From an optimization exercise on the open Yosys and OpenROAD flow, aimed at small area, a short achievable clock period and few clock cycles; shortcuts taken in it are not production practice. RTL that was checked went through simulation tests only; none was proved equivalent to the original. Only the layout flow was run in runs 1, 2 and 8; the RTL was not checked for function there.

==> flow/design.v <==
`timescale 1ns / 1ps
`default_nettype none
package udm_pkg;
  localparam int unsigned WORD_W  = 32;
  localparam int unsigned SHIFT_W = 6;
endpackage
`default_nettype wire
`timescale 1ns / 1ps
`default_nettype none
import udm_pkg::*;
module unsigned_division_magic_number_core
(
  input  wire logic               clk_i,
  input  wire logic               rst_ni,
  input  wire logic               in_valid_i,
  output      logic               in_ready_o,
  input  wire logic [WORD_W-1:0]  in_divisor_i,
  output      logic               out_valid_o,
  input  wire logic               out_ready_i,
  output      logic [WORD_W-1:0]  out_magic_o,
  output      logic               out_add_needed_o,
  output      logic [SHIFT_W-1:0] out_shift_o,
  output      logic               out_is_power_of_two_o,
  output      logic               out_invalid_o
);
  logic st_idle_q, st_init_q, st_runa_q, st_runb_q, st_fin_q, st_done_q, st_donef_q;
  logic [31:0] d_q;       
  logic [31:0] u_q;       
  logic [33:0] q2_q;      
  logic [6:0]  k_q;       
  logic [31:0] nc_q;      
  logic [31:0] r1_q;      
  logic [30:0] q1_q;      
  logic        pow2_q;
  logic        inv_q;
  logic        accept, start_in, start;
  logic [31:0] src;
  logic [31:0] sm;         
  logic [31:0] u_init;     
  logic [31:0] r_init;     
  logic [4:0]  msb;
  logic        s_small, s_pow2, s_gen;
  assign accept   = in_valid_i & (st_idle_q | st_done_q);
  assign start_in = in_valid_i & (st_idle_q | (st_done_q & out_ready_i));
  assign start    = start_in | st_init_q;
  assign src      = st_init_q ? d_q : in_divisor_i;
  always_comb begin
    sm = src;
    for (int s = 1; s < 32; s = s * 2) begin
      for (int i = 0; i < 32; i++) begin
        if (i + s < 32) sm[i] = sm[i] | sm[i+s];
      end
    end
  end
  assign u_init = src & {1'b0, sm[31:1]};
  assign r_init = src & ~{1'b0, sm[31:1]};
  always_comb begin
    msb = '0;
    for (int i = 1; i < 32; i++) if (src[i]) msb = 5'(i);
  end
  logic [31:0] t_any, t_sev;
  always_comb begin
    t_any = src;
    t_sev = '0;
    for (int w = 16; w >= 1; w = w / 2) begin
      for (int i = 0; i < w; i++) begin
        t_sev[i] = t_sev[2*i] | t_sev[2*i+1] | (t_any[2*i] & t_any[2*i+1]);
        t_any[i] = t_any[2*i] | t_any[2*i+1];
      end
    end
  end
  assign s_small = (src[31:1] == '0);
  assign s_pow2  = ~t_sev[0];
  assign s_gen   = ~s_small & ~s_pow2;
  logic spec;
  assign spec = (d_q == 32'h8000_0001);
  logic [33:0] du;         
  logic        b;          
  logic [31:0] u_step;
  logic [33:0] d1;         
  logic        b1;
  logic [31:0] r1_step;
  logic        lt_hi, eq_hi, lt, eq, cont;
  logic        last_a;
  logic [33:0] inc;
  assign du     = {1'b0, u_q, 1'b0} - {2'b00, d_q};
  assign b      = du[33];
  assign u_step = b ? {u_q[30:0], 1'b0} : du[31:0];
  assign d1      = {1'b0, r1_q, 1'b0} - {2'b00, nc_q};
  assign b1      = ~d1[33];
  assign r1_step = b1 ? d1[31:0] : {r1_q[30:0], 1'b0};
  assign lt_hi = (q1_q < u_q[31:1]);
  assign eq_hi = (q1_q == u_q[31:1]);
  assign lt    = lt_hi | (eq_hi & ~b1 & u_q[0]);
  assign eq    = eq_hi & (b1 == u_q[0]);
  assign cont  = (k_q < 7'd63) & (lt | (eq & spec));
  assign last_a = st_runa_q & (k_q == 7'd31);
  assign inc = {1'b0, q2_q[33:1]} + 34'd1;
  always_ff @(posedge clk_i or negedge rst_ni) begin
    if (!rst_ni) begin
      st_idle_q  <= 1'b1;
      st_init_q  <= 1'b0;
      st_runa_q  <= 1'b0;
      st_runb_q  <= 1'b0;
      st_fin_q   <= 1'b0;
      st_done_q  <= 1'b0;
      st_donef_q <= 1'b0;
    end else begin
      st_idle_q  <= (st_idle_q & ~in_valid_i) | (st_done_q & out_ready_i & ~in_valid_i);
      st_init_q  <= st_donef_q & out_ready_i;
      st_runa_q  <= (start & s_gen) | (st_runa_q & (k_q != 7'd31));
      st_runb_q  <= last_a | (st_runb_q & cont);
      st_fin_q   <= st_runb_q & ~cont;
      st_done_q  <= (start & ~s_gen) | st_fin_q | (st_done_q & ~out_ready_i & ~in_valid_i);
      st_donef_q <= (st_done_q & ~out_ready_i & in_valid_i) | (st_donef_q & ~out_ready_i);
    end
  end
  always_ff @(posedge clk_i) begin
    if (accept) d_q <= in_divisor_i;
    if (start) u_q <= u_init;
    else       u_q <= u_step;
    if (start)                         q2_q <= '0;
    else if (st_fin_q)                 q2_q <= inc;
    else if (st_runa_q || st_runb_q)   q2_q <= {q2_q[32:0], b};
    if (start) begin
      if (s_small)     k_q <= 7'd32;
      else if (s_pow2) k_q <= {2'b01, msb};
      else             k_q <= {2'b00, msb};
    end else if ((st_runa_q && k_q != 7'd31) || st_runb_q) begin
      k_q <= k_q + 7'd1;
    end
    if (start)       nc_q <= src;
    else if (last_a) nc_q <= ~r1_step;
    if (start)       r1_q <= r_init;
    else if (last_a) r1_q <= {~spec, 31'd0};
    else             r1_q <= r1_step;
    if (last_a) q1_q <= {30'd0, spec};
    else        q1_q <= {q1_q[29:0], b1};
    if (start) begin
      inv_q  <= s_small;
      pow2_q <= ~s_small & s_pow2;
    end
  end
  assign in_ready_o            = st_idle_q | st_done_q;
  assign out_valid_o           = st_done_q | st_donef_q;
  assign out_magic_o           = q2_q[31:0];
  assign out_add_needed_o      = q2_q[33] | q2_q[32];
  assign out_shift_o           = {k_q[6], k_q[4:0]};
  assign out_is_power_of_two_o = pow2_q;
  assign out_invalid_o         = inv_q;
endmodule
`default_nettype wire
==> flow/run.sh <==
#!/bin/bash
# synth_recipe.tcl (not shown) runs the flow's synth.tcl, then flattens the netlist and writes it again
# the make line also repeats each setting of config.mk as NAME=value (left out here)
make -C /OpenROAD-flow-scripts/flow DESIGN_CONFIG=/design/flow/config.mk WORK_HOME=/design/flow/orfs CLKGATE_MAP_FILE= SYNTH_SCRIPT=/design/flow/synth_recipe.tcl finish
==> flow/config.mk <==
export PLATFORM = sky130hd
export DESIGN_NAME = unsigned_division_magic_number_core
export DESIGN_NICKNAME = unsigned_division_magic_number_core
export VERILOG_FILES = /design/flow/design.v
export SDC_FILE = /design/flow/constraint.sdc
export NUM_CORES = 4
export LEC_CHECK = 0
export ABC_AREA = 1
export CAP_MARGIN = 20
export CORE_MARGIN = 2
export CORE_UTILIZATION = 40
export PLACE_DENSITY = 0.6
export SETUP_SLACK_MARGIN = 5.0
export SLEW_MARGIN = 20
==> flow/constraint.sdc <==
create_clock -name core_clock -period 8.0 [get_ports {clk_i}]
set_input_delay 1.6000 -clock core_clock [delete_from_list [all_inputs] [get_ports {clk_i}]]
set_output_delay 1.6000 -clock core_clock [all_outputs]
set_load 0.01 [all_outputs]
==> results_dict.tcl, run 1 <==
set metrics [dict create \
    drv_cap 0 \
    place_congestion 0.858 \
    worst_hold_slack_ns 0.434 \
    place_hpwl_mm 27.4 \
    cts.clk_slew.worst_paths_ns 0.06 \
    skew_ns 0.0349 \
    postRouteAntennaNets 0 \
    ys_warn_count 1 \
    top_layer_used "met4" \
    start_util 0.405 \
    num_antenna_cells 0 \
    clockRootBuffer "clkbuf_16" \
    drive_above_1_share 0.279 \
    pre_cts_ws_ns 3.19 \
    viasPerCell 5.26 \
    cpPeakStageDelay_ns 0.47 \
    status "finished clean" \
    fp.dieH_um 191 \
    worstPathArrival_ns 4.07 \
    drv_slew 0 \
    cp_max_fo 3 \
    synth_top_cell_area_share 0.184 \
    yosysMostFrequentCell "nand2_1" \
    via_count 13700 \
    synth_top_flop_cell "dfxtp_1" \
    syn_inst 1919 \
    wire_per_inst_um 17.0 \
    grt_use_total 0.234 \
    synth_area_leaders "dfxtp_1, edfxtp_1, nand2_1, ha_1, inv_1" \
    whs_path_depth 2 \
    yosysTopAreaCell "dfxtp_1" \
    drc 0 \
    relSlewSlack 0.415 \
    synth.top_cells.by_count "nand2_1, inv_1, o21ai_0" \
    drt_iter0_drc 874 \
    worst_pin_slew_ns 0.878 \
    grt_pass1_vias 12900 \
    gr-total-overflow 0 \
    finalCritPeriodShare 0.453 \
    ys_seq_elements 209 \
    grt_pass1_wl_mm 68.3 \
    antenna_found_initial 0 \
    syn_avg_cell_area_um2 7.30 \
    synth_cell_types 59 \
    fin_ws_ns 4.38 \
    htree_levels 1 \
    dieArea_um2 36500 \
    fin_nets 2269 \
    async_reset_ff_frac 0.0335 \
    clock_sinks 209 \
    synth_nets 2052 \
    rows 68 \
    die-width_um 191 \
    clockBufferDepth 3 \
    cts_tree "built" \
    cts_inserted_buffers 24 \
    grt_max_degree 65 \
    syn_to_final_growth_pct 34.3 \
    crit_top_cell "buf_4" \
    syn_area_um2 14000 \
    portBuffers 78 \
    fin_setup_tns_ns 0 \
    worst-setup-path-type "input port to flip-flop" \
    r2r_cells 26 \
    utilization 0.544 \
    first_pass_iters 5 \
    slowest_stage "clkdlybuf4s50_1" \
    cp-end-kind "flip-flop" \
    routed_wl_mm 44.3 \
    routed-wl-met3_mm 2.08 \
    period_needed_ns 3.62 \
    critPathRequiredTime_ns 8.44 \
    setup_viol 0 \
    synth_edf_count 73 \
    boundaryPins 79 \
    fmax_mhz 276 \
    hold_violations 0 \
    hp-class "flip-flop to flip-flop" \
    clk_latency_ns 0.55 \
    cts_hold_buf 0 \
    start_kind "input port" \
    wl_met2_mm 20.7 \
    rsz0062_at_grt "true" \
    drt-met1-wl_mm 19.7 \
    yosysSeqAreaShare 0.354 \
    worstPathCellList "clkdlybuf4s50_1 > o21ai_4 > inv_2 > nor2_4 > inv_4 > nor2_8 > clkinv_4 > nor2_8 > inv_4 > nor2_4 > inv_2 > buf_4 > buf_4 > buf_4 > buf_4 > buf_4 > buf_4 > buf_4 > o22ai_2" \
    coreArea_um2 34500 \
    n_fill_cell 3249 \
]
worst max-delay path, delay by kind of cell:
kind / cells / cell delay [ns]
AO/OA/AOI/OAI: 2 / 0.35
buffers and inverters: 13 / 1.68
AND/OR/NAND/NOR: 4 / 0.43
worst paths after layout:
check	slack, ns	to	start
max reg2reg	4.60	r1_q[11]$_DFF_P_	st_init_q$_DFF_PN0_
min reg2reg	0.43	q1_q[30]$_SDFF_PP0_	q1_q[29]$_SDFF_PP0_
min	0.43	q1_q[30]$_SDFF_PP0_	q1_q[29]$_SDFF_PP0_
max	4.38	r1_q[11]$_DFF_P_	in_divisor_i[26]
max in group asynchronous	6.35	st_idle_q$_DFF_PN1_	rst_ni
min in group asynchronous	1.34	st_done_q$_DFF_PN0_	rst_ni
flip-flops by register name, summed over array words and instances (netlist names), 7 cells and up:
register and count:
u_q 32, r1_q 32, k_q 7, nc_q 32
q2_q 34, q1_q 31, d_q 32
cell type report:
type,instances,area [µm²],share of cell area
clock inverter,10,126,0.00672
multi-input combinational,1321,8740,0.464
timing repair inverter,1,7.51,0.000399
sequential,209,4980,0.265
tap,455,569,0.0303
timing repair buffer,274,2520,0.134
clock buffer,34,679,0.0361
inverter,305,1190,0.0633
what timing repair did:
item | 4_1_cts | 5_1_grt
setup endpoints to repair | 236 | 162
resized for setup | 380 | 222
gates cloned | 16 | 0
pin swaps | 97 | 129
setup buffers | 121 | 60
layer usage:
layer  up-vias  global-route usage
li1       6812                   -
met1      6416               0.306
met2       399               0.395
met3       102              0.0252
met4         0              0.0914
met5         -                   0
per-stage QoR:
step	cells	instance area [µm²]
finish	2609	18800
global route	2609	18800
CTS	2549	17600
detailed placement	2368	15000
global placement	2368	15000
floorplan	1919	14100
logic make-up (layout without fill, tap and decap cells):
kind of cell    count (synthesis)  count (layout)  synth area share
flops                         209             209             0.354
buf+inv                       398             624             0.121
xor+xnor                       68              68            0.0425
simple gates                  665             666             0.204
fa+ha+maj                      97              97            0.0878
compound gates                482             490             0.191
layout by cell type (no fill, tap or decap), types with 11 or more instances in the layout:
cell,count
a21oi_1,144
a21oi_2,31
buf_4,161
buf_6,26
clkbuf_16,25
dfxtp_1,108
dfxtp_2,19
dlygate4sd2_1,49
edfxtp_1,73
ha_1,86
inv_1,242
inv_2,49
nand2_1,377
nand2_2,44
nand3_1,30
nand4_1,19
nor2_1,87
nor2_2,12
nor2_4,26
nor3_1,13
nor4_1,11
o21ai_0,87
o21ai_1,58
o21ai_2,55
o21ai_4,16
o22ai_1,12
xnor2_1,30
xor2_1,38
==> inputs of run 2 (changes only) <==
--- a/flow/config.mk
+++ b/flow/config.mk
@@ -11,4 +11,4 @@
 export CORE_UTILIZATION = 40
 export PLACE_DENSITY = 0.6
-export SETUP_SLACK_MARGIN = 5.0
+export SETUP_SLACK_MARGIN = 4.0
 export SLEW_MARGIN = 20
==> run 2 against run 1 <==
  * Global-route usage shrank 3.6 points
  * Register-to-register slack lost 0.25 ns
  * First-iteration DRC count grew 8.7%
  * Flip-flop and latch count is the same
  * Worst hold slack gained 0.0049 ns
  * Final area shrank 15%
  * Clock-buffer cell count is the same
  * Critical path type unchanged
  * Critical endpoint is now pow2_q$_DFFE_PN_
==> results_dict.tcl, run 2 <==
set metrics [dict create \
    fp.dieH_um 191 \
    rsz0062_at_grt "true" \
    die-width_um 191 \
    drive_above_1_share 0.0755 \
    finalInstanceArea_um2 15900 \
    grt_pass1_wl_mm 58.8 \
    syn_area_um2 14000 \
    skew_ns 0.0142 \
    dieArea_um2 36500 \
    layout_common_cells "nand2_1, inv_1, o21ai_0, a21oi_1, dfxtp_1" \
    synth.top_cells.by_count "nand2_1, inv_1, o21ai_0" \
    worst_pin_slew_ns 0.709 \
    ys_warn_count 1 \
    regArea_um2 4950 \
    gr-total-overflow 0 \
    htree_levels 1 \
    largest_register_ff_count 34 \
    final_common_cell "nand2_1" \
    async_reset_ff_frac 0.0335 \
    fmax_mhz 255 \
    hp-class "flip-flop to flip-flop" \
    synth_area_leaders "dfxtp_1, edfxtp_1, nand2_1, ha_1, inv_1" \
    relSlewSlack 0.527 \
    fin_nets 2088 \
    clockRootBuffer "clkbuf_16" \
    worstPathArrival_ns 4.19 \
    place_area_um2 14900 \
    syn_to_final_growth_pct 13.9 \
    clk_latency_ns 0.53 \
    synth_nets 2052 \
    finalCritPeriodShare 0.490 \
    use_met2 0.313 \
    setup_viol 0 \
    postRouteAntennaNets 0 \
    syn_inst 1919 \
    cts_tree "built" \
    busiest_layer "met2" \
    critPathRequiredTime_ns 8.28 \
    dp_cells 2368 \
    syn_avg_cell_area_um2 7.30 \
    hold_violations 0 \
    top_register "q2_q" \
    grt_pass1_vias 11500 \
    multiInputGateArea_um2 7470 \
    drv_cap 0 \
    portBuffers 78 \
    cp_max_fo 5 \
    rows 68 \
    start_util 0.405 \
    n_fill_cell 3509 \
    yosysSeqAreaShare 0.354 \
    period_needed_ns 3.92 \
    viasPerCell 5.03 \
    drt_iter0_drc 950 \
    synth_cell_types 59 \
    yosysMostFrequentCell "nand2_1" \
    first_pass_iters 6 \
    cts_inserted_buffers 24 \
    grt_use_total 0.198 \
    boundaryPins 79 \
    synth_top_cell_area_share 0.184 \
    use_met3 0.0211 \
    place_congestion 0.868 \
    use_met1 0.282 \
    drv_slew 0 \
    place_hpwl_mm 27.1 \
    worst-setup-path-type "input port to flip-flop" \
    reg2reg_slack_ns 4.35 \
    clockBufferDepth 3 \
    antenna_found_initial 0 \
    routed_wl_mm 36.3 \
    coreArea_um2 34500 \
    synth_edf_count 73 \
    start_kind "input port" \
    final_cells 2428 \
    clock_sinks 209 \
    cp-end-kind "flip-flop" \
    wire_per_inst_um 14.9 \
    synth_top_flop_cell "dfxtp_1" \
    ys_seq_elements 209 \
    cts.clk_slew.worst_paths_ns 0.06 \
    status "finished clean" \
    via_count 12200 \
    fin_setup_tns_ns 0 \
    yosysTopAreaCell "dfxtp_1" \
    num_antenna_cells 0 \
    drc 0 \
    cts_hold_buf 0 \
    grt_max_degree 107 \
]
run 2: cell counts after synthesis:
Identical to the previous run, type by type.
run 2: final timing paths:
path                                           from                   to  cells past startpoint
worst min register to register  q1_q[23]$_SDFF_PP0_  q1_q[24]$_SDFF_PP0_                      2
worst max-delay path               in_divisor_i[17]     pow2_q$_DFFE_PN_                     23
min in group asynchronous                    rst_ni  st_done_q$_DFF_PN0_                      1
max in group asynchronous                    rst_ni  st_idle_q$_DFF_PN1_                      1
worst min-delay path            q1_q[23]$_SDFF_PP0_  q1_q[24]$_SDFF_PP0_                      2
worst max register to register     d_q[0]$_DFFE_PP_      u_q[26]$_DFF_P_                     18
run 2: final cells by class:
| cell class | count | area share |
|---|---|---|
| Multi-Input combinational cell | 1312 | 0.468 |
| Sequential cell | 209 | 0.311 |
| Inverter | 305 | 0.0731 |
| Timing Repair Buffer | 101 | 0.0626 |
| Clock buffer | 34 | 0.0433 |
| Tap cell | 455 | 0.0357 |
| Clock inverter | 10 | 0.00526 |
| Timing Repair inverter | 2 | 0.000942 |
run 2: through the flow:
stage	hold WS (ns)	setup WS, ns	utilization
global placement	0.428	3.25	0.431
floorplan	0.413	4.18	-
global route	0.451	3.91	0.462
detailed placement	0.432	3.16	0.431
finish	0.439	4.08	0.462
CTS	0.443	3.87	0.455
run 2: cells by family after synthesis:
| group | share of synthesized area |
|---|---|
| buf+inv | 0.121 |
| flops | 0.354 |
| compound gates | 0.191 |
| simple gates | 0.204 |
| fa+ha+maj | 0.0878 |
| xor+xnor | 0.0425 |
run 2: what timing repair did:
item | CTS | global route
gates cloned | 0 | 2
resized for setup | 7 | 54
endpoints found under the setup margin | 67 | 104
pin swaps | 4 | 13
setup buffers | 3 | 10
endpoints found under the hold margin | 0 | 0
run 2: metal layers:
| layer | vias to the layer above | part of all wire |
|---|---|---|
| met5 | - | 0 |
| met4 | 0 | 0.031 |
| met1 | 5526 | 0.50 |
| met3 | 55 | 0.038 |
| li1 | 6375 | - |
| met2 | 261 | 0.43 |
run 2: worst max-delay path, cell delays in order:
cell and delay (ns):
clkdlybuf4s50_1 0.44, o21ai_1 0.25, inv_1 0.15, nor2_1 0.16, inv_1 0.08, nor2_1 0.17
nand2_2 0.13, nor2_8 0.13, inv_2 0.08, nor2_4 0.12, inv_2 0.06, nor2_4 0.09
inv_2 0.06, nor2_4 0.09, inv_2 0.06, nor2_4 0.09, nand2_2 0.07, inv_2 0.07
nand2_2 0.05, inv_2 0.06, nand2_2 0.07, clkinv_4 0.09, nor2_1 0.04
==> inputs of run 3 (changes only) <==
--- a/flow/design.v
+++ b/flow/design.v
@@ -40,5 +40,4 @@
   logic [31:0] r_init;     
   logic [4:0]  msb;
-  logic        s_small, s_pow2, s_gen;
   assign accept   = in_valid_i & (st_idle_q | st_done_q);
   assign start_in = in_valid_i & (st_idle_q | (st_done_q & out_ready_i));
@@ -60,6 +59,7 @@
   end
   logic [31:0] t_any, t_sev;
+  logic        s_small, s_pow2, s_spec;
   always_comb begin
-    t_any = src;
+    t_any = d_q;
     t_sev = '0;
     for (int w = 16; w >= 1; w = w / 2) begin
@@ -70,7 +70,7 @@
     end
   end
-  assign s_small = (src[31:1] == '0);
+  assign s_small = (d_q[31:1] == '0);
   assign s_pow2  = ~t_sev[0];
-  assign s_gen   = ~s_small & ~s_pow2;
+  assign s_spec  = s_small | s_pow2;
   logic spec;
   assign spec = (d_q == 32'h8000_0001);
@@ -95,5 +95,5 @@
   assign eq    = eq_hi & (b1 == u_q[0]);
   assign cont  = (k_q < 7'd63) & (lt | (eq & spec));
-  assign last_a = st_runa_q & (k_q == 7'd31);
+  assign last_a = st_runa_q & (k_q == 7'd31) & ~s_spec;
   assign inc = {1'b0, q2_q[33:1]} + 34'd1;
   always_ff @(posedge clk_i or negedge rst_ni) begin
@@ -109,8 +109,8 @@
       st_idle_q  <= (st_idle_q & ~in_valid_i) | (st_done_q & out_ready_i & ~in_valid_i);
       st_init_q  <= st_donef_q & out_ready_i;
-      st_runa_q  <= (start & s_gen) | (st_runa_q & (k_q != 7'd31));
+      st_runa_q  <= start | (st_runa_q & (k_q != 7'd31) & ~s_spec);
       st_runb_q  <= last_a | (st_runb_q & cont);
       st_fin_q   <= st_runb_q & ~cont;
-      st_done_q  <= (start & ~s_gen) | st_fin_q | (st_done_q & ~out_ready_i & ~in_valid_i);
+      st_done_q  <= (st_runa_q & s_spec) | st_fin_q | (st_done_q & ~out_ready_i & ~in_valid_i);
       st_donef_q <= (st_done_q & ~out_ready_i & in_valid_i) | (st_donef_q & ~out_ready_i);
     end
@@ -122,10 +122,8 @@
     if (start)                         q2_q <= '0;
     else if (st_fin_q)                 q2_q <= inc;
-    else if (st_runa_q || st_runb_q)   q2_q <= {q2_q[32:0], b};
+    else if ((st_runa_q && !s_spec) || st_runb_q) q2_q <= {q2_q[32:0], b};
     if (start) begin
-      if (s_small)     k_q <= 7'd32;
-      else if (s_pow2) k_q <= {2'b01, msb};
-      else             k_q <= {2'b00, msb};
-    end else if ((st_runa_q && k_q != 7'd31) || st_runb_q) begin
+      k_q <= {2'b00, msb};
+    end else if ((st_runa_q && k_q != 7'd31 && !s_spec) || st_runb_q) begin
       k_q <= k_q + 7'd1;
     end
@@ -137,5 +135,5 @@
     if (last_a) q1_q <= {30'd0, spec};
     else        q1_q <= {q1_q[29:0], b1};
-    if (start) begin
+    if (st_runa_q) begin
       inv_q  <= s_small;
       pow2_q <= ~s_small & s_pow2;
==> run 3 against run 2 <==
  * Still clean
  * Register-to-register slack barely moved
  * Flip-flop and latch count did not move
  * First-iteration DRC count fell by 0.63%
  * Routed wire length rose by 10%
  * Synthesized area rose by 1.8%
  * Largest cell class unchanged
==> results_dict.tcl, run 3 <==
set metrics [dict create \
    die-width_um 193 \
    antenna_found_initial 0 \
    drive_above_1_share 0.0768 \
    period_needed_ns 3.86 \
    via_count 12700 \
    setup_viol 0 \
    async_reset_ff_frac 0.0335 \
    yosysMostFrequentCell "nand2_1" \
    worstReg2RegEnd "u_q[23]$_DFF_P_" \
    rows 69 \
    synth_edf_count 71 \
    cp-endpoint "k_q[1]$_DFFE_PP_" \
    rsz0062_at_grt "false" \
    slowest_stage "clkdlybuf4s50_1" \
    worstPathCellList "clkdlybuf4s50_1 > o21ai_0 > inv_1 > nor2_1 > inv_1 > a21oi_1 > o31ai_1 > a21oi_1 > o21ai_0 > a21oi_1 > o21ai_0 > nand3_1 > a31oi_1" \
    hp-class "flip-flop to flip-flop" \
    wire_per_inst_um 16.2 \
    top_register "q2_q" \
    synth_cell_types 61 \
    ys_seq_elements 209 \
    start_util 0.404 \
    final_common_cell "nand2_1" \
    dieArea_um2 37200 \
    fin_nets 2122 \
    synth_top_cell_area_share 0.184 \
    grt_pass1_wl_mm 64.2 \
    cp_max_fo 4 \
    num_antenna_cells 0 \
    portBuffers 78 \
    coreArea_um2 35300 \
    postRouteAntennaNets 0 \
    synth_top_flop_cell "dfxtp_1" \
    grt_pass1_vias 12400 \
    cts.clk_slew.worst_paths_ns 0.07 \
    yosysTopAreaCell "dfxtp_1" \
    place_congestion 0.888 \
    ys_warn_count 1 \
    grt_max_degree 89 \
    fp.dieH_um 193 \
    clk_latency_ns 0.54 \
    htree_levels 1 \
    place_area_um2 15200 \
    clockBufferDepth 3 \
    finalCritPeriodShare 0.482 \
    syn_area_um2 14300 \
    drt_iter0_drc 944 \
    r2r_start "d_q[1]$_DFFE_PP_" \
    relSlewSlack 0.523 \
    finalInstanceArea_um2 16100 \
    syn_avg_cell_area_um2 7.28 \
    crit_start "in_divisor_i[6]" \
    synth.top_cells.by_count "nand2_1, inv_1, nor2_1" \
    critPathRequiredTime_ns 8.27 \
    start_kind "input port" \
    routed_wl_mm 40.0 \
    viasPerCell 5.15 \
    boundaryPins 79 \
    r2r_cells 20 \
    first_pass_iters 5 \
    syn_inst 1958 \
    fmax_mhz 259 \
    status "finished clean" \
    worst_pin_slew_ns 0.716 \
    hold_violations 0 \
    drv_slew 0 \
    drc 0 \
    worstPathArrival_ns 4.12 \
    synth_nets 2091 \
    largest_register_ff_count 34 \
    yosysSeqAreaShare 0.346 \
    synth_area_leaders "dfxtp_1, edfxtp_1, nand2_1, ha_1, inv_1" \
    drv_cap 0 \
    grt_use_total 0.217 \
    clockRootBuffer "clkbuf_16" \
    place_hpwl_mm 30.9 \
    cp-end-kind "flip-flop" \
    gr-total-overflow 0 \
    worst-setup-path-type "input port to flip-flop" \
    reg2reg_slack_ns 4.36 \
    cts_inserted_buffers 23 \
    cpPeakStageDelay_ns 0.42 \
    skew_ns 0.0276 \
    syn_to_final_growth_pct 12.8 \
    cts_tree "built" \
    fin_setup_tns_ns 0 \
    cts_hold_buf 0 \
    layout_common_cells "nand2_1, inv_1, nor2_1, a21oi_1, o21ai_0" \
    clock_sinks 209 \
]
run 3: changes by cell type after synthesis, sizes merged, moves of 12 or more:
cell   change
nor2      +63
nand2     -57
inv       +21
a21oi     -14
xor2      -13
o21ai     -12
run 3: timing repair:
action | in CTS | in global routing
pin swaps | 0 | 12
resized for setup | 1 | 30
buffers inserted | 0 | 9
setup endpoints to repair | 23 | 105
run 3: cell families after synthesis:
kind of cell / after synthesis / share of synthesized area
compound gates: 499 / 0.204
fa+ha+maj: 97 / 0.0862
flops: 209 / 0.346
xor+xnor: 57 / 0.0350
buf+inv: 415 / 0.124
simple gates: 681 / 0.205
run 3: metal layers:
layer	up-vias	wire length (µm)	global-route usage
met1	5821	19100	0.293
li1	6559	-	-
met2	272	18300	0.367
met4	0	939	0.0540
met5	-	0	0
met3	61	1670	0.0249
run 3: stage by stage:
step / utilization / hold WS, ns / instances / setup slack (ns)
2_1_floorplan: - / 0.412 / 1958 / 4.17
3_3_place_gp: 0.430 / 0.420 / 2416 / 3.54
3_5_place_dp: 0.430 / 0.422 / 2416 / 3.49
4_1_cts: 0.452 / 0.422 / 2458 / 4.05
5_1_grt: 0.455 / 0.438 / 2467 / 4.00
6_report: 0.455 / 0.421 / 2467 / 4.14
run 3: cell type report:
cell class,count,area (µm²)
fill,3572,19200
multi-input combinational,1334,7610
sequential,209,4930
inverter,322,1220
timing repair buffer,99,957
clock buffer,27,611
tap,461,577
clock inverter,15,168
run 3: critical path, delay by kind of cell:
family                 cells  cell delay [ns]
AO/OA/AOI/OAI              8             1.61
AND/OR/NAND/NOR            2             0.27
buffers and inverters      3             0.65
run 3: how the worst min path moves through the flow:
| stage | to | slack, ns | from | depth (start not counted) |
|---|---|---|---|---|
| after CTS | q1_q[13]$_SDFF_PP0_ | 0.42 | q1_q[12]$_SDFF_PP0_ | 2 |
| final | q1_q[13]$_SDFF_PP0_ | 0.42 | q1_q[12]$_SDFF_PP0_ | 2 |
| after global routing | q1_q[13]$_SDFF_PP0_ | 0.44 | q1_q[12]$_SDFF_PP0_ | 2 |
| after detailed placement | q1_q[26]$_SDFF_PP0_ | 0.42 | q1_q[25]$_SDFF_PP0_ | 2 |
| after global placement | q1_q[15]$_SDFF_PP0_ | 0.42 | q1_q[14]$_SDFF_PP0_ | 2 |
| after floorplan | q1_q[10]$_SDFF_PP0_ | 0.41 | q1_q[9]$_SDFF_PP0_ | 2 |
Testbench counts of run 3, summed over its fixed seeds: cycles 38,431.
==> inputs of run 4 (changes only) <==
--- a/flow/config.mk
+++ b/flow/config.mk
@@ -6,5 +6,4 @@
 export NUM_CORES = 4
 export LEC_CHECK = 0
-export ABC_AREA = 1
 export CAP_MARGIN = 20
 export CORE_MARGIN = 2
==> run 4 against run 3 <==
  * Clock-buffer cell count up 11
  * Routed wire length up 4.5%
  * Final area rose by 1.5%
  * First-iteration DRC count rose by 21%
  * Maximum frequency is essentially flat
  * Flip-flop and latch count unchanged
  * Clock skew shrank 0.018 ns
  * Sequential share of layout area shrank 0.44 points
  * Final cell count down 12%
  * Highest routed layer unchanged
  * Worst setup slack lost 0.00097 ns
  * Global-route usage shrank 0.17 points
==> results_dict.tcl, run 4 <==
set metrics [dict create \
    worstPathCellList "clkdlybuf4s50_1 > a21o_1 > a21oi_4 > buf_12 > and2_1 > buf_4 > inv_1 > buf_6 > o21ai_0 > and3_1" \
    yosysSeqAreaShare 0.338 \
    routed_wl_mm 41.8 \
    hp-class "flip-flop to flip-flop" \
    place_congestion 0.871 \
    critPathRequiredTime_ns 8.42 \
    gr-total-overflow 0 \
    cp_max_fo 73 \
    hp-start "q1_q[9]$_SDFF_PP0_" \
    clockBufferDepth 3 \
    synth_cell_types 92 \
    worstPathArrival_ns 4.28 \
    dieArea_um2 38000 \
    syn_area_um2 14600 \
    rows 69 \
    fp.dieH_um 195 \
    via_count 12900 \
    postRouteAntennaNets 0 \
    period_needed_ns 3.86 \
    hold_violations 0 \
    grt_max_degree 75 \
    layout_common_cells "dfxtp_1, a21oi_1, inv_1, nor2_1, nand2_1" \
    rsz0062_at_grt "false" \
    portBuffers 78 \
    skew_ns 0.00967 \
    clockRootBuffer "clkbuf_16" \
    ys_warn_count 1 \
    place_hpwl_mm 31.0 \
    regArea_um2 4930 \
    crit_start "out_ready_i" \
    dp_cells 2126 \
    clk_latency_ns 0.53 \
    finalCritPeriodShare 0.482 \
    drive_above_1_share 0.0724 \
    fmax_mhz 259 \
    first_pass_iters 7 \
    wire_per_inst_um 19.2 \
    r2r_start "d_q[1]$_DFFE_PP_" \
    synth_top_cell_area_share 0.180 \
    final_common_cell "dfxtp_1" \
    status "finished clean" \
    antenna_found_initial 0 \
    utilization 0.456 \
    fin_nets 1828 \
    n_fill_cell 3480 \
    cpPeakStageDelay_ns 0.51 \
    die-width_um 195 \
    top_register "q2_q" \
    cp-end-kind "flip-flop" \
    path_delay_family "buffers and inverters" \
    synth_nets 1815 \
    cts.clk_slew.worst_paths_ns 0.06 \
    drv_cap 0 \
    ys_seq_elements 209 \
    coreArea_um2 35700 \
    drc 0 \
    final_cells 2174 \
    fin_setup_tns_ns 0 \
    htree_levels 1 \
    worst_pin_slew_ns 0.941 \
    grt_pass1_vias 12400 \
    multiInputGateArea_um2 8640 \
    clock_sinks 209 \
    synth_top_flop_cell "dfxtp_1" \
    worst-setup-path-type "input port to flip-flop" \
    cp_num_buf_inv 5 \
    grt_use_total 0.215 \
    start_util 0.408 \
    largest_register_ff_count 34 \
    drv_slew 0 \
    relSlewSlack 0.373 \
    synth.top_cells.by_count "dfxtp_1, a21oi_1, inv_1" \
    synth_area_leaders "dfxtp_1, edfxtp_1, ha_1, a21oi_1, mux2i_1" \
    async_reset_ff_frac 0.0335 \
    cts_tree "built" \
    yosysMostFrequentCell "dfxtp_1" \
    grt_pass1_wl_mm 66.0 \
    synth_edf_count 71 \
    cts_inserted_buffers 24 \
    yosysTopAreaCell "dfxtp_1" \
    drt_iter0_drc 1140 \
    start_kind "input port" \
    pre_cts_ws_ns 3.29 \
    syn_avg_cell_area_um2 8.66 \
    viasPerCell 5.91 \
    setup_viol 0 \
    syn_to_final_growth_pct 11.9 \
    boundaryPins 79 \
    slowest_stage "clkdlybuf4s50_1" \
    num_antenna_cells 0 \
    syn_inst 1682 \
    fin_ws_ns 4.14 \
]
[run 4: cell types whose count changed in the layout (fill, tap and decap cells not counted), moves of 32 or more]
cell     previous run  this run
and2_1              0        38
mux2_2              0        32
o21ai_0           136        92
o21ai_1            62         1
a21o_1              6        44
inv_1             295       125
nand2_1           365       107
nor2_1            172       118
mux2i_1             0        62
[run 4: cell families (layout without fill, tap and decap cells)]
| group | Yosys count | count (layout) | synth area share |
|---|---|---|---|
| multiplexers | 95 | 95 | 0.0683 |
| XOR/XNOR | 65 | 65 | 0.0391 |
| buffers and inverters | 231 | 261 | 0.0739 |
| AO/OA/AOI/OAI | 492 | 493 | 0.224 |
| flip-flops | 209 | 209 | 0.338 |
| adder cells (fa/ha/maj) | 98 | 98 | 0.0850 |
| AND/OR/NAND/NOR | 492 | 492 | 0.171 |
[run 4: final cells by class]
class                   instances  area share
inverters                     125      0.0288
flip-flops and latches        209       0.302
clock inverters                 6     0.00376
multi-input cells            1243       0.529
well taps                     461      0.0354
repair buffers                 92      0.0558
clock buffers                  38      0.0444
[run 4: path summary, 6_finish.rpt]
check | endpoint | slack (ns) | depth (start not counted)
max | r1_q[28]$_DFF_P_ | 4.14 | 10
min | q1_q[10]$_SDFF_PP0_ | 0.46 | 1
max reg2reg | u_q[30]$_DFF_P_ | 4.18 | 12
min reg2reg | q1_q[10]$_SDFF_PP0_ | 0.46 | 1
max in group asynchronous | st_idle_q$_DFF_PN1_ | 6.29 | 1
min in group asynchronous | st_runb_q$_DFF_PN0_ | 1.38 | 1
[run 4: repair_timing]
action / 4_1_cts / 5_1_grt
endpoints found under the setup margin: 8 / 54
pin swaps: 0 / 2
hold buffers: 0 / 0
buffers inserted: 0 / 3
resized for setup: 3 / 10
gates cloned: 1 / 0
[run 4: metrics by stage]
step / hold WS, ns / instance area, µm²
2_1_floorplan: 0.420 / 14600
3_3_place_gp: 0.448 / 15400
3_5_place_dp: 0.449 / 15400
4_1_cts: 0.463 / 16200
5_1_grt: 0.477 / 16300
6_report: 0.458 / 16300
[run 4: routing by layer]
metal / routed length [µm] / GRT usage
met1: 18300 / 0.283
met2: 20100 / 0.374
met3: 2400 / 0.0243
met4: 1030 / 0.0560
met5: 0 / 0
==> inputs of run 5 (changes only) <==
--- a/flow/config.mk
+++ b/flow/config.mk
@@ -6,7 +6,10 @@
 export NUM_CORES = 4
 export LEC_CHECK = 0
+export ABC_AREA = 1
 export CAP_MARGIN = 20
 export CORE_MARGIN = 2
 export CORE_UTILIZATION = 40
+export CTS_BUF_LIST = sky130_fd_sc_hd__clkbuf_4 sky130_fd_sc_hd__clkbuf_8
+export CTS_CLUSTER_SIZE = 30
 export PLACE_DENSITY = 0.6
 export SETUP_SLACK_MARGIN = 4.0
==> run 5 against run 4 <==
  * Via count down 0.10%
  * Sequential share of layout area is 0.45 points higher
  * Worst setup slack got worse by 0.0034 ns
  * Still clean on timing, DRC and antenna
  * Non-clock buffer count up 7
  * Worst hold slack lost 0.036 ns
==> results_dict.tcl, run 5 <==
set metrics [dict create \
    largest_register_ff_count 34 \
    relSlewSlack 0.516 \
    cp_num_buf_inv 3 \
    period_needed_ns 3.86 \
    synthXorXnorAreaFrac 0.0350 \
    rsz0062_at_grt "false" \
    antenna_found_initial 0 \
    ys_seq_elements 209 \
    path_delay_family "compound AO/OA/AOI/OAI gates" \
    use_met2 0.365 \
    synth_edf_count 71 \
    place_hpwl_mm 30.9 \
    finalCritPeriodShare 0.483 \
    clockRootBuffer "clkbuf_8" \
    status "finished clean" \
    rows 69 \
    synth_area_leaders "dfxtp_1, edfxtp_1, nand2_1, ha_1, inv_1" \
    slowest_stage "clkdlybuf4s50_1" \
    num_antenna_cells 0 \
    syn_area_um2 14300 \
    use_met1 0.293 \
    coreArea_um2 35300 \
    yosysTopAreaCell "dfxtp_1" \
    worstPathArrival_ns 4.14 \
    postRouteAntennaNets 0 \
    synth.top_cells.by_count "nand2_1, inv_1, nor2_1" \
    cts.clk_slew.worst_paths_ns 0.06 \
    via_count 12800 \
    clock_sinks 209 \
    muxShareOfSynthArea 0 \
    cp-end-kind "flip-flop" \
    setup_viol 0 \
    portBuffers 78 \
    fin_nets 2136 \
    worst-setup-path-type "input port to flip-flop" \
    finalInstanceArea_um2 16100 \
    clk_latency_ns 0.55 \
    hp-class "flip-flop to flip-flop" \
    busiest_layer "met2" \
    cts_hold_buf 0 \
    drv_cap 0 \
    place_area_um2 15200 \
    fp.dieH_um 193 \
    place_congestion 0.888 \
    dieArea_um2 37200 \
    worst_pin_slew_ns 0.726 \
    routed_wl_mm 40.3 \
    drive_above_1_share 0.0896 \
    cts_tree "built" \
    syn_avg_cell_area_um2 7.28 \
    grt_pass1_wl_mm 64.7 \
    cpPeakStageDelay_ns 0.43 \
    top_register "q2_q" \
    drt_iter0_drc 819 \
    skew_ns 0.0305 \
    synth-simple-area-share 0.205 \
    yosysSeqAreaShare 0.346 \
    cp_max_fo 4 \
    synth_top_cell_area_share 0.184 \
    synth_top_flop_cell "dfxtp_1" \
    clockBufferDepth 3 \
    start_kind "input port" \
    drc 0 \
    die-width_um 193 \
    viasPerCell 5.15 \
    ys_warn_count 1 \
    regArea_um2 4930 \
    synth_nets 2091 \
    first_pass_iters 5 \
    synth_fa_ha_area_frac 0.0862 \
    n_fill_cell 3574 \
    worstPathCellList "clkdlybuf4s50_1 > o21ai_0 > inv_1 > nor2_1 > inv_1 > a21oi_1 > o31ai_1 > a21oi_1 > o21ai_0 > a21oi_1 > o21ai_0 > nand3_1 > a31oi_1" \
    start_util 0.404 \
    drv_slew 0 \
    final_common_cell "nand2_1" \
    synth_cell_types 61 \
    gr-total-overflow 0 \
    syn_inst 1958 \
    htree_levels 2 \
    syn_to_final_growth_pct 12.7 \
    fin_setup_tns_ns 0 \
    cts_inserted_buffers 37 \
    layout_common_cells "nand2_1, inv_1, nor2_1, a21oi_1, o21ai_0" \
    wire_per_inst_um 16.2 \
    grt_pass1_vias 12600 \
    grt_use_total 0.219 \
    hold_violations 0 \
    yosysMostFrequentCell "nand2_1" \
    async_reset_ff_frac 0.0335 \
    synth_top_family_by_area "simple AND/OR/NAND/NOR gates" \
    fmax_mhz 259 \
    synth_compound_area_frac 0.204 \
    critPathRequiredTime_ns 8.28 \
    utilization 0.455 \
    grt_max_degree 89 \
    multiInputGateArea_um2 7610 \
    boundaryPins 79 \
    use_met3 0.0287 \
]
## run 5: changes by cell type after synthesis, sizes merged, moves of 18 or more
cell    previous run  this run
nand2            108       376
inv              125       322
o21ai             95       204
nor2             120       190
mux2i             62         0
a21o              45         6
and2              39         0
a21oi            129       165
mux2              33         0
a211oi            41        12
nand2b            21         0
and3              22         4
## run 5: cells by family (layout without fill, tap and decap cells)
logic type,Yosys count,count (layout)
xor+xnor,57,57
simple gates,681,681
fa+ha+maj,97,97
buf+inv,415,488
compound gates,499,499
flops,209,209
## run 5: layout make-up
class,count,share of cell area
timing repair buffer,99,0.0596
inverter,322,0.0761
tap,461,0.0359
clock buffer,55,0.0424
sequential,209,0.307
multi-input combinational,1334,0.473
clock inverter,12,0.00568
## run 5: per-stage QoR
step | cells | setup slack [ns] | hold WS, ns
2_1_floorplan | 1958 | 4.17 | 0.412
3_3_place_gp | 2416 | 3.54 | 0.420
3_5_place_dp | 2416 | 3.49 | 0.422
4_1_cts | 2483 | 4.06 | 0.430
5_1_grt | 2492 | 4.00 | 0.443
6_report | 2492 | 4.14 | 0.421
## run 5: worst paths after layout
kind,slack (ns),cells past startpoint,from,to
worst max register to register,4.40,20,d_q[1]$_DFFE_PP_,u_q[23]$_DFF_P_
worst min-delay path,0.42,2,q1_q[28]$_SDFF_PP0_,q1_q[29]$_SDFF_PP0_
worst min register to register,0.42,2,q1_q[28]$_SDFF_PP0_,q1_q[29]$_SDFF_PP0_
worst max-delay path,4.14,13,in_divisor_i[6],k_q[1]$_DFFE_PP_
min in group asynchronous,1.34,1,rst_ni,st_runa_q$_DFF_PN0_
max in group asynchronous,6.35,1,rst_ni,st_idle_q$_DFF_PN1_
## run 5: metal layers
layer,wire (µm),share of wire
met1,19200,0.48
met2,18200,0.45
met3,1640,0.041
met4,1180,0.029
met5,0,0
## run 5: repair_timing
action	in CTS	in global routing
buffers inserted	0	9
resized for setup	1	30
pin swaps	0	11
endpoints found under the setup margin	29	102
## run 5: worst register-to-register path, stage by stage, from the launching register on
cell,delay [ns]
edfxtp_1,0.59
inv_1,0.09
ha_1,0.30
nand3_1,0.07
nand2_1,0.13
a21oi_2,0.08
o21bai_2,0.17
nand2_2,0.07
nand2_2,0.08
nand2_1,0.07
nand2_2,0.11
nand2_1,0.06
nand2_1,0.17
a21oi_1,0.16
o21ai_0,0.43
a21oi_1,0.20
o21ai_0,0.26
xnor2_1,0.18
nand2_1,0.10
o211ai_2,0.08
o21ai_1,0.08
==> inputs of run 6 (changes only) <==
--- a/flow/config.mk
+++ b/flow/config.mk
@@ -9,8 +9,6 @@
 export CAP_MARGIN = 20
 export CORE_MARGIN = 2
-export CORE_UTILIZATION = 40
-export CTS_BUF_LIST = sky130_fd_sc_hd__clkbuf_4 sky130_fd_sc_hd__clkbuf_8
-export CTS_CLUSTER_SIZE = 30
-export PLACE_DENSITY = 0.6
-export SETUP_SLACK_MARGIN = 4.0
+export CORE_UTILIZATION = 60
+export PLACE_DENSITY = 0.75
+export SETUP_SLACK_MARGIN = 4.3
 export SLEW_MARGIN = 20
==> run 6 against run 5 <==
  * Global-route usage increased by 9.5 points
  * Largest cell class unchanged
  * Flip-flop and latch count unchanged
  * Clock skew decreased by 0.019 ns
  * Worst setup slack better by 0.19 ns
  * Non-clock buffer count is 35 higher
  * Worst hold slack better by 0.010 ns
  * Sequential share of layout area shrank 0.32 points
  * Critical path depth increased by 12
  * First-iteration DRC count up 63%
  * Still clean
==> results_dict.tcl, run 6 <==
set metrics [dict create \
    worst_pin_slew_ns 0.755 \
    hold_violations 0 \
    multiInputGateArea_um2 7730 \
    critPathRequiredTime_ns 8.45 \
    boundaryPins 79 \
    viasPerCell 5.67 \
    portBuffers 78 \
    fmax_mhz 272 \
    antenna_found_initial 2 \
    synth_area_leaders "dfxtp_1, edfxtp_1, nand2_1, ha_1, inv_1" \
    skew_ns 0.0111 \
    grt_pass1_wl_mm 62.8 \
    htree_levels 1 \
    worst-setup-path-type "input port to flip-flop" \
    syn_to_final_growth_pct 13.9 \
    die-width_um 158 \
    cts_hold_buf 0 \
    synth_edf_count 71 \
    syn_area_um2 14300 \
    fin_setup_tns_ns 0 \
    yosysSeqAreaShare 0.346 \
    ys_seq_elements 209 \
    rsz0062_at_grt "true" \
    period_needed_ns 3.67 \
    syn_avg_cell_area_um2 7.28 \
    rows 56 \
    cts_inserted_buffers 22 \
    layout_common_cells "nand2_1, inv_1, nor2_1, a21oi_1, dfxtp_1" \
    fp.dieH_um 158 \
    finalCritPeriodShare 0.459 \
    cp_max_fo 6 \
    wire_per_inst_um 16.8 \
    gr-total-overflow 0 \
    hp-start "q1_q[8]$_SDFF_PP0_" \
    clk_latency_ns 0.51 \
    clockRootBuffer "clkbuf_16" \
    r2r_start "st_init_q$_DFF_PN0_" \
    worstReg2RegEnd "r1_q[1]$_DFF_P_" \
    grt_max_degree 89 \
    synth_cell_types 61 \
    async_reset_ff_frac 0.0335 \
    final_common_cell "nand2_1" \
    relSlewSlack 0.497 \
    postRouteAntennaNets 0 \
    drv_cap 0 \
    r2r_cells 26 \
    dp_cells 2272 \
    grt_use_total 0.314 \
    fin_nets 2156 \
    setup_viol 0 \
    synth_top_flop_cell "dfxtp_1" \
    start_util 0.609 \
    routed_wl_mm 39.6 \
    drt_iter0_drc 1335 \
    first_pass_iters 6 \
    drv_slew 0 \
    top_register "q2_q" \
    clock_sinks 209 \
    dieArea_um2 25000 \
    final_cells 2359 \
    cts.clk_slew.worst_paths_ns 0.06 \
    place_congestion 0.983 \
    yosysTopAreaCell "dfxtp_1" \
    regArea_um2 4930 \
    cts_tree "built" \
    reg2reg_slack_ns 4.51 \
    status "finished clean" \
    syn_inst 1958 \
    ys_warn_count 1 \
    largest_register_ff_count 34 \
    grt_pass1_vias 12500 \
    worst_hold_slack_ns 0.432 \
    worstPathArrival_ns 4.12 \
    place_hpwl_mm 29.2 \
    drc 0 \
    clockBufferDepth 3 \
    synth_top_cell_area_share 0.184 \
    drive_above_1_share 0.102 \
    via_count 13400 \
    whs_path_depth 2 \
    start_kind "input port" \
    synth_nets 2091 \
    hp-class "flip-flop to flip-flop" \
    cp-end-kind "flip-flop" \
    synth.top_cells.by_count "nand2_1, inv_1, nor2_1" \
    min_to "q1_q[9]$_SDFF_PP0_" \
    n_fill_cell 2024 \
    coreArea_um2 23400 \
    yosysMostFrequentCell "nand2_1" \
]
-- run 6: cell counts after synthesis --
Identical to the previous run, type by type.
-- run 6: cells by family after synthesis --
| kind of cell | share of synthesized area |
|---|---|
| compound gates | 0.204 |
| buf+inv | 0.124 |
| fa+ha+maj | 0.0862 |
| flops | 0.346 |
| simple gates | 0.205 |
| xor+xnor | 0.0350 |
-- run 6: final cells by class --
type | count | area share
clock buffers | 33 | 0.0415
repair buffers | 134 | 0.0754
multi-input cells | 1334 | 0.476
clock inverters | 7 | 0.00285
well taps | 319 | 0.0246
flip-flops and latches | 209 | 0.304
diodes | 1 | 0.000154
inverters | 322 | 0.0757
-- run 6: worst max-delay path, stage by stage --
cell and delay, ns:
buf_6 0.10, o21ai_4 0.14, inv_2 0.08, nor2_2 0.10, inv_2 0.07, nor2_4 0.11, inv_2 0.06, nor2_4 0.08
inv_2 0.05, nor2_4 0.11, inv_2 0.06, nor2_4 0.11, inv_2 0.06, nor2_4 0.13, inv_4 0.07, nor2_4 0.18
inv_4 0.06, nor2_4 0.15, inv_4 0.06, nor2_4 0.13, inv_4 0.06, nor3_4 0.20, inv_2 0.07, nor2_4 0.11
a32o_1 0.16
-- run 6: routing by layer --
layer  share of wire  routed length (µm)  track usage
met1            0.44               17600        0.453
met2            0.44               17400        0.496
met3           0.087                3460       0.0375
met4           0.029                1140       0.0944
met5         0.00033                  13            0
-- run 6: through the flow --
step	utilization	setup slack [ns]	area, µm²
finish	0.694	4.33	16200
CTS	0.680	4.30	15900
floorplan	-	4.35	14300
detailed placement	0.640	3.47	15000
global placement	0.640	3.52	15000
global route	0.694	4.03	16200
-- run 6: timing repair --
action,in CTS,in global routing
endpoints found under the setup margin,81,107
pin swaps,7,22
setup buffers,23,23
gates resized for setup,23,61
-- run 6: worst max path at each step --
stage	startpoint	to	slack (ns)	cells after the start
floorplan	in_valid_i	d_q[0]$_DFFE_PP_	4.35	2
global placement	in_divisor_i[31]	u_q[0]$_DFF_P_	3.52	29
detailed placement	in_divisor_i[31]	u_q[0]$_DFF_P_	3.47	29
CTS	in_divisor_i[31]	u_q[0]$_DFF_P_	4.30	29
global route	in_divisor_i[4]	k_q[0]$_DFFE_PP_	4.03	30
finish	in_divisor_i[31]	r1_q[1]$_DFF_P_	4.33	25
==> inputs of run 7 (changes only) <==
==> flow/flow/run.sh (new file) <==
#!/bin/bash
# Standard layout, with a plain buffer (buf_2) on every input and output port
# instead of the default port buffer cell.
export BUFFER_PORTS_ARGS="-buffer_cell sky130_fd_sc_hd__buf_2"
bash standard.sh > standard.log 2>&1
==> flow/standard.sh (new file) <==
#!/bin/bash
# synth_recipe.tcl (not shown) runs the flow's synth.tcl, then flattens the netlist and writes it again
# the make line also repeats each setting of config.mk as NAME=value (left out here)
make -C /OpenROAD-flow-scripts/flow DESIGN_CONFIG=/design/flow/config.mk WORK_HOME=/design/flow/orfs CLKGATE_MAP_FILE= SYNTH_SCRIPT=/design/flow/synth_recipe.tcl "${@:-finish}"
--- a/flow/config.mk
+++ b/flow/config.mk
@@ -9,6 +9,6 @@
 export CAP_MARGIN = 20
 export CORE_MARGIN = 2
-export CORE_UTILIZATION = 60
-export PLACE_DENSITY = 0.75
-export SETUP_SLACK_MARGIN = 4.3
+export CORE_UTILIZATION = 40
+export PLACE_DENSITY = 0.6
+export SETUP_SLACK_MARGIN = 4.0
 export SLEW_MARGIN = 20
removed: flow/run.sh
==> run 7 against run 6 <==
  * Still clean on timing, DRC and antenna
  * Sequential share of layout area grew 1.3 points
  * Synthesized cell count unchanged
  * Worst hold slack lost 0.012 ns
  * Clock-buffer cell count is 2 lower
  * Worst setup slack better by 0.020 ns
  * Flip-flop and latch count did not move
  * Critical path type unchanged
  * Largest cell class unchanged
==> results_dict.tcl, run 7 <==
set metrics [dict create \
    ys_seq_elements 209 \
    clk_latency_ns 0.52 \
    first_pass_iters 6 \
    syn_to_final_growth_pct 9.37 \
    n_fill_cell 3531 \
    yosysMostFrequentCell "nand2_1" \
    synth_cell_types 61 \
    yosysTopAreaCell "dfxtp_1" \
    antenna_found_initial 2 \
    synth.top_cells.by_count "nand2_1, inv_1, nor2_1" \
    grt_max_degree 90 \
    place_congestion 0.867 \
    drv_cap 0 \
    syn_area_um2 14300 \
    routed_wl_mm 39.5 \
    coreArea_um2 35300 \
    gr-total-overflow 0 \
    boundaryPins 79 \
    cts_hold_buf 0 \
    clockRootBuffer "clkbuf_16" \
    rsz0062_at_grt "false" \
    r2r_cells 12 \
    crit_start "out_ready_i" \
    wire_per_inst_um 16.1 \
    fp.dieH_um 193 \
    dieArea_um2 37200 \
    cp-end-kind "flip-flop" \
    fin_nets 2114 \
    layout_common_cells "nand2_1, inv_1, nor2_1, a21oi_1, o21ai_0" \
    synth_top_flop_cell "dfxtp_1" \
    worstPathArrival_ns 3.81 \
    whs_path_depth 2 \
    grt_pass1_vias 12400 \
    ys_warn_count 1 \
    relSlewSlack 0.447 \
    synth_top_cell_area_share 0.184 \
    postRouteAntennaNets 0 \
    viasPerCell 5.18 \
    synth_nets 2091 \
    setup_viol 0 \
    pre_cts_ws_ns 3.32 \
    clockBufferDepth 3 \
    worst_pin_slew_ns 0.828 \
    rows 69 \
    syn_avg_cell_area_um2 7.28 \
    fin_ws_ns 4.35 \
    place_area_um2 14800 \
    synth_edf_count 71 \
    r2r_start "d_q[0]$_DFFE_PP_" \
    period_needed_ns 3.65 \
    cp_max_fo 89 \
    cts_tree "built" \
    clock_sinks 209 \
    drv_slew 0 \
    async_reset_ff_frac 0.0335 \
    fin_setup_tns_ns 0 \
    place_hpwl_mm 30.6 \
    drc 0 \
    critPathRequiredTime_ns 8.15 \
    die-width_um 193 \
    drt_iter0_drc 740 \
    portBuffers 78 \
    final_common_cell "nand2_1" \
    dp_cells 2416 \
    via_count 12700 \
    start_util 0.404 \
    hp-start "q1_q[16]$_SDFF_PP0_" \
    worst-setup-path-type "input port to flip-flop" \
    status "finished clean" \
    cts_setup_buffers 0 \
    finalInstanceArea_um2 15600 \
    grt_pass1_wl_mm 63.6 \
    cts.clk_slew.worst_paths_ns 0.06 \
    hp-class "flip-flop to flip-flop" \
    cts_inserted_buffers 24 \
    top_register "q2_q" \
    syn_inst 1958 \
    fmax_mhz 274 \
    yosysSeqAreaShare 0.346 \
    final_cells 2461 \
    skew_ns 0.0173 \
    start_kind "input port" \
    hold_violations 0 \
    synth_area_leaders "dfxtp_1, edfxtp_1, nand2_1, ha_1, inv_1" \
    drive_above_1_share 0.109 \
    finalCritPeriodShare 0.457 \
    largest_register_ff_count 34 \
    htree_levels 1 \
    grt_use_total 0.214 \
]
[run 7: kinds of logic (layout without fill, tap and decap cells)]
| logic type | after synthesis | count (layout) | share of synthesized area |
|---|---|---|---|
| AOI/OAI and AO/OA | 499 | 499 | 0.204 |
| other | 0 | 1 | 0 |
| xor gates and xnor gates | 57 | 57 | 0.0350 |
| DFF | 209 | 209 | 0.346 |
| adders and majority gates | 97 | 97 | 0.0862 |
| buffers and inverters | 415 | 456 | 0.124 |
| and+or+nand+nor | 681 | 681 | 0.205 |
[run 7: layout make-up]
class | instances | area, µm² | area share
well taps | 461 | 577 | 0.0370
repair buffers | 90 | 484 | 0.0311
clock inverters | 13 | 118 | 0.00754
flip-flops and latches | 209 | 4930 | 0.316
multi-input cells | 1334 | 7580 | 0.486
inverters | 322 | 1220 | 0.0781
diodes | 1 | 2.50 | 0.000160
clock buffers | 31 | 679 | 0.0436
[run 7: path summary, 6_finish.rpt]
check	end	slack, ns
max	nc_q[30]$_DFFE_PP_	4.35
min	q1_q[17]$_SDFF_PP0_	0.42
max reg2reg	nc_q[30]$_DFFE_PP_	4.35
min reg2reg	q1_q[17]$_SDFF_PP0_	0.42
max in group asynchronous	st_idle_q$_DFF_PN1_	6.85
min in group asynchronous	st_runb_q$_DFF_PN0_	0.91
[run 7: what timing repair did]
action	4_1_cts	5_1_grt
endpoints found under the setup margin	53	54
cloned	0	0
resized for setup	1	5
[run 7: metal layers]
| metal | up-vias | routed length (µm) | GRT usage | share of wire |
|---|---|---|---|---|
| met5 | - | 25 | 0 | 0.00063 |
| met4 | 4 | 1160 | 0.0669 | 0.029 |
| met3 | 75 | 1880 | 0.0336 | 0.048 |
| met2 | 257 | 18000 | 0.359 | 0.46 |
| met1 | 5863 | 18400 | 0.282 | 0.47 |
| li1 | 6548 | - | - | - |
[run 7: worst max-delay path, stage by stage]
cell and delay (ns):
buf_2 0.10, inv_1 0.06, o21ai_0 0.40, a21oi_4 0.10
inv_2 0.08, buf_6 0.53, nor2_1 0.13, buf_4 0.22
inv_4 0.47
[run 7: through the flow]
stage	util	hold slack, ns
3_3_place_gp	0.419	0.420
5_1_grt	0.442	0.444
3_5_place_dp	0.419	0.421
2_1_floorplan	-	0.412
6_report	0.442	0.420
4_1_cts	0.441	0.426
==> inputs of run 8 (changes only) <==
--- a/flow/design.v
+++ b/flow/design.v
@@ -34,5 +34,5 @@
   logic        pow2_q;
   logic        inv_q;
-  logic        accept, start_in, start;
+  logic        start_in, start;
   logic [31:0] src;
   logic [31:0] sm;         
@@ -40,5 +40,4 @@
   logic [31:0] r_init;     
   logic [4:0]  msb;
-  assign accept   = in_valid_i & (st_idle_q | st_done_q);
   assign start_in = in_valid_i & (st_idle_q | (st_done_q & out_ready_i));
   assign start    = start_in | st_init_q;
@@ -95,5 +94,5 @@
   assign eq    = eq_hi & (b1 == u_q[0]);
   assign cont  = (k_q < 7'd63) & (lt | (eq & spec));
-  assign last_a = st_runa_q & (k_q == 7'd31) & ~s_spec;
+  assign last_a = st_runa_q & (k_q == 7'd31);
   assign inc = {1'b0, q2_q[33:1]} + 34'd1;
   always_ff @(posedge clk_i or negedge rst_ni) begin
@@ -110,5 +109,5 @@
       st_init_q  <= st_donef_q & out_ready_i;
       st_runa_q  <= start | (st_runa_q & (k_q != 7'd31) & ~s_spec);
-      st_runb_q  <= last_a | (st_runb_q & cont);
+      st_runb_q  <= (last_a & ~s_spec) | (st_runb_q & cont);
       st_fin_q   <= st_runb_q & ~cont;
       st_done_q  <= (st_runa_q & s_spec) | st_fin_q | (st_done_q & ~out_ready_i & ~in_valid_i);
@@ -117,5 +116,5 @@
   end
   always_ff @(posedge clk_i) begin
-    if (accept) d_q <= in_divisor_i;
+    if (st_idle_q || st_done_q) d_q <= in_divisor_i;
     if (start) u_q <= u_init;
     else       u_q <= u_step;
--- a/flow/config.mk
+++ b/flow/config.mk
@@ -11,4 +11,4 @@
 export CORE_UTILIZATION = 40
 export PLACE_DENSITY = 0.6
-export SETUP_SLACK_MARGIN = 4.0
+export SETUP_SLACK_MARGIN = 4.3
 export SLEW_MARGIN = 20
==> run 8 against run 7 <==
  * Still clean
  * First-iteration DRC count up 9.3%
  * Via count up 0.81%
  * Worst hold slack improved by 0.017 ns
  * Sequential share of layout area is 0.41 points lower
  * Non-clock buffer count increased by 37
  * Critical path type unchanged
==> results_dict.tcl, run 8 <==
set metrics [dict create \
    place_hpwl_mm 30.1 \
    whs_path_depth 2 \
    fp.dieH_um 192 \
    htree_levels 1 \
    period_needed_ns 3.61 \
    first_pass_iters 5 \
    yosysMostFrequentCell "nand2_1" \
    utilization 0.455 \
    r2r_cells 20 \
    yosysSeqAreaShare 0.349 \
    worst_hold_slack_ns 0.436 \
    portBuffers 78 \
    clock_sinks 209 \
    finalCritPeriodShare 0.451 \
    crit_top_cell "inv_2" \
    ys_seq_elements 209 \
    critPathRequiredTime_ns 8.39 \
    fin_setup_tns_ns 0 \
    antenna_found_initial 1 \
    wire_per_inst_um 16.0 \
    cp-end-kind "flip-flop" \
    drive_above_1_share 0.124 \
    final_common_cell "nand2_1" \
    syn_to_final_growth_pct 11.8 \
    worst-setup-path-type "input port to flip-flop" \
    grt_max_degree 72 \
    boundaryPins 79 \
    cpPeakStageDelay_ns 0.15 \
    synth_top_cell_area_share 0.186 \
    cts_tree "built" \
    hp-start "q1_q[4]$_SDFF_PP0_" \
    clk_latency_ns 0.52 \
    cts.clk_slew.worst_paths_ns 0.06 \
    worst_pin_slew_ns 0.793 \
    drv_cap 0 \
    status "finished clean" \
    postRouteAntennaNets 0 \
    fin_nets 2142 \
    drt_iter0_drc 809 \
    synth_area_leaders "dfxtp_1, edfxtp_1, nand2_1, ha_1, inv_1" \
    syn_area_um2 14100 \
    start_kind "input port" \
    synth_cell_types 57 \
    slowest_stage "nor2_4" \
    setup_viol 0 \
]
## run 8: cell types whose count changed after synthesis, sizes merged, moves of 3 or more
cell / delta
o21ai: +4
nand2: +29
inv: -10
nand4: +6
o22ai: +6
nand3: -7
o211ai: -3
a21o: -3
xnor2: +4
nor2: -29
a211oi: -8
o21a: +4
a21oi: +6
o2111ai: -3
## run 8: cells by family (layout without fill, tap and decap cells)
| kind of cell | count (synthesis) | after routing | synth area share |
|---|---|---|---|
| compound gates | 496 | 496 | 0.199 |
| xor+xnor | 60 | 60 | 0.0372 |
| fa+ha+maj | 97 | 97 | 0.0869 |
| buf+inv | 404 | 482 | 0.123 |
| flops | 209 | 209 | 0.349 |
| simple gates | 682 | 682 | 0.205 |
## run 8: cell type report
| cell class | count | area, µm² |
|---|---|---|
| Clock buffer | 26 | 597 |
| Clock inverter | 16 | 121 |
| Inverter | 313 | 1200 |
| Timing Repair Buffer | 127 | 787 |
| Sequential cell | 209 | 4930 |
| Tap cell | 455 | 569 |
| Fill cell | 3625 | 18900 |
| Multi-Input combinational cell | 1335 | 7590 |
## run 8: how the worst max path moves through the flow
stage / startpoint / cells after the start / end / slack (ns)
global route: in_divisor_i[31] / 29 / u_q[0]$_DFF_P_ / 4.23
CTS: in_divisor_i[30] / 25 / r1_q[1]$_DFF_P_ / 4.31
global placement: in_divisor_i[31] / 25 / r1_q[1]$_DFF_P_ / 3.57
detailed placement: in_divisor_i[31] / 25 / r1_q[1]$_DFF_P_ / 3.59
floorplan: in_divisor_i[31] / 28 / u_q[0]$_DFF_P_ / 4.37
finish: in_divisor_i[31] / 29 / u_q[0]$_DFF_P_ / 4.39
## run 8: what timing repair did
item	4_1_cts	5_1_grt
buffers inserted	20	19
resized for setup	15	37
hold buffers	0	0
endpoints found under the setup margin	72	81
pin swaps	11	17
## run 8: worst max-delay path, delay by kind of cell
family,cells,cell delay (ns)
buf+inv,13,0.90
simple gates,14,1.33
compound gates,2,0.20
## run 8: per-layer routing
layer,GRT usage,up-vias,share of wire,wire length (µm)
li1,-,6595,-,-
met1,0.280,5844,0.46,18000
met3,0.0300,79,0.054,2130
met5,0,-,0,0
met4,0.0711,0,0.033,1290
met2,0.359,332,0.46,18200
## run 8: through the flow
stage          worst slack (ns)  instance area (µm²)  std cells
2_1_floorplan              4.37                14100       1948
3_3_place_gp               3.57                14600       2400
3_5_place_dp               3.59                14600       2400
4_1_cts                    4.31                15500       2462
5_1_grt                    4.23                15800       2481
6_report                   4.39                15800       2481

## afterwards: timing with drivers on the ports
No port has a modelled driver above. Below, the same layouts with a new extraction and two added sets of constraints. Step 1: set_driving_cell puts a clkbuf_16 on clk_i and a buf_2 on each other input, an assumption about the parent block. Step 2 times the ports against the registers' clock, not the clock port: input delays grow and output delays shrink by t, the midpoint of the rising clock arrivals with the driver on. Slacks: no drivers / after step 1 / after step 2; pairs: no drivers / after step 1.
| run | shift t [ns] | setup slack, ns | worst setup path after step 2 | latest minus earliest clock arrival (ns) | slew at the worst register clock pin (ns) |
|---|---|---|---|---|---|
| run 1 | 0.580 | 4.376 / 4.403 / 3.823 | input to register | 0.036 / 0.036 | 0.07 / 0.07 |
| run 2 | 0.575 | 4.081 / 4.108 / 3.533 | input to register | 0.014 / 0.015 | 0.06 / 0.06 |
| run 3 | 0.576 | 4.142 / 4.159 / 3.583 | input to register | 0.028 / 0.028 | 0.07 / 0.07 |
| run 4 | 0.571 | 4.141 / 4.143 / 3.572 | input to register | 0.010 / 0.010 | 0.06 / 0.06 |
| run 5 | 0.579 | 4.137 / 4.151 / 3.571 | input to register | 0.031 / 0.031 | 0.08 / 0.08 |
| run 6 | 0.556 | 4.326 / 4.340 / 3.784 | input to register | 0.011 / 0.011 | 0.07 / 0.07 |
| run 7 | 0.564 | 4.346 / 4.350 / 3.811 | input to register | 0.017 / 0.017 | 0.07 / 0.07 |
| run 8 | 0.560 | 4.389 / 4.401 / 3.841 | input to register | 0.008 / 0.008 | 0.06 / 0.06 |
After both steps every run listed still meets setup and hold. For run 4, which loses most, drivers alone change the setup slack by +0.002 ns; drivers and shift together by -0.569 ns.
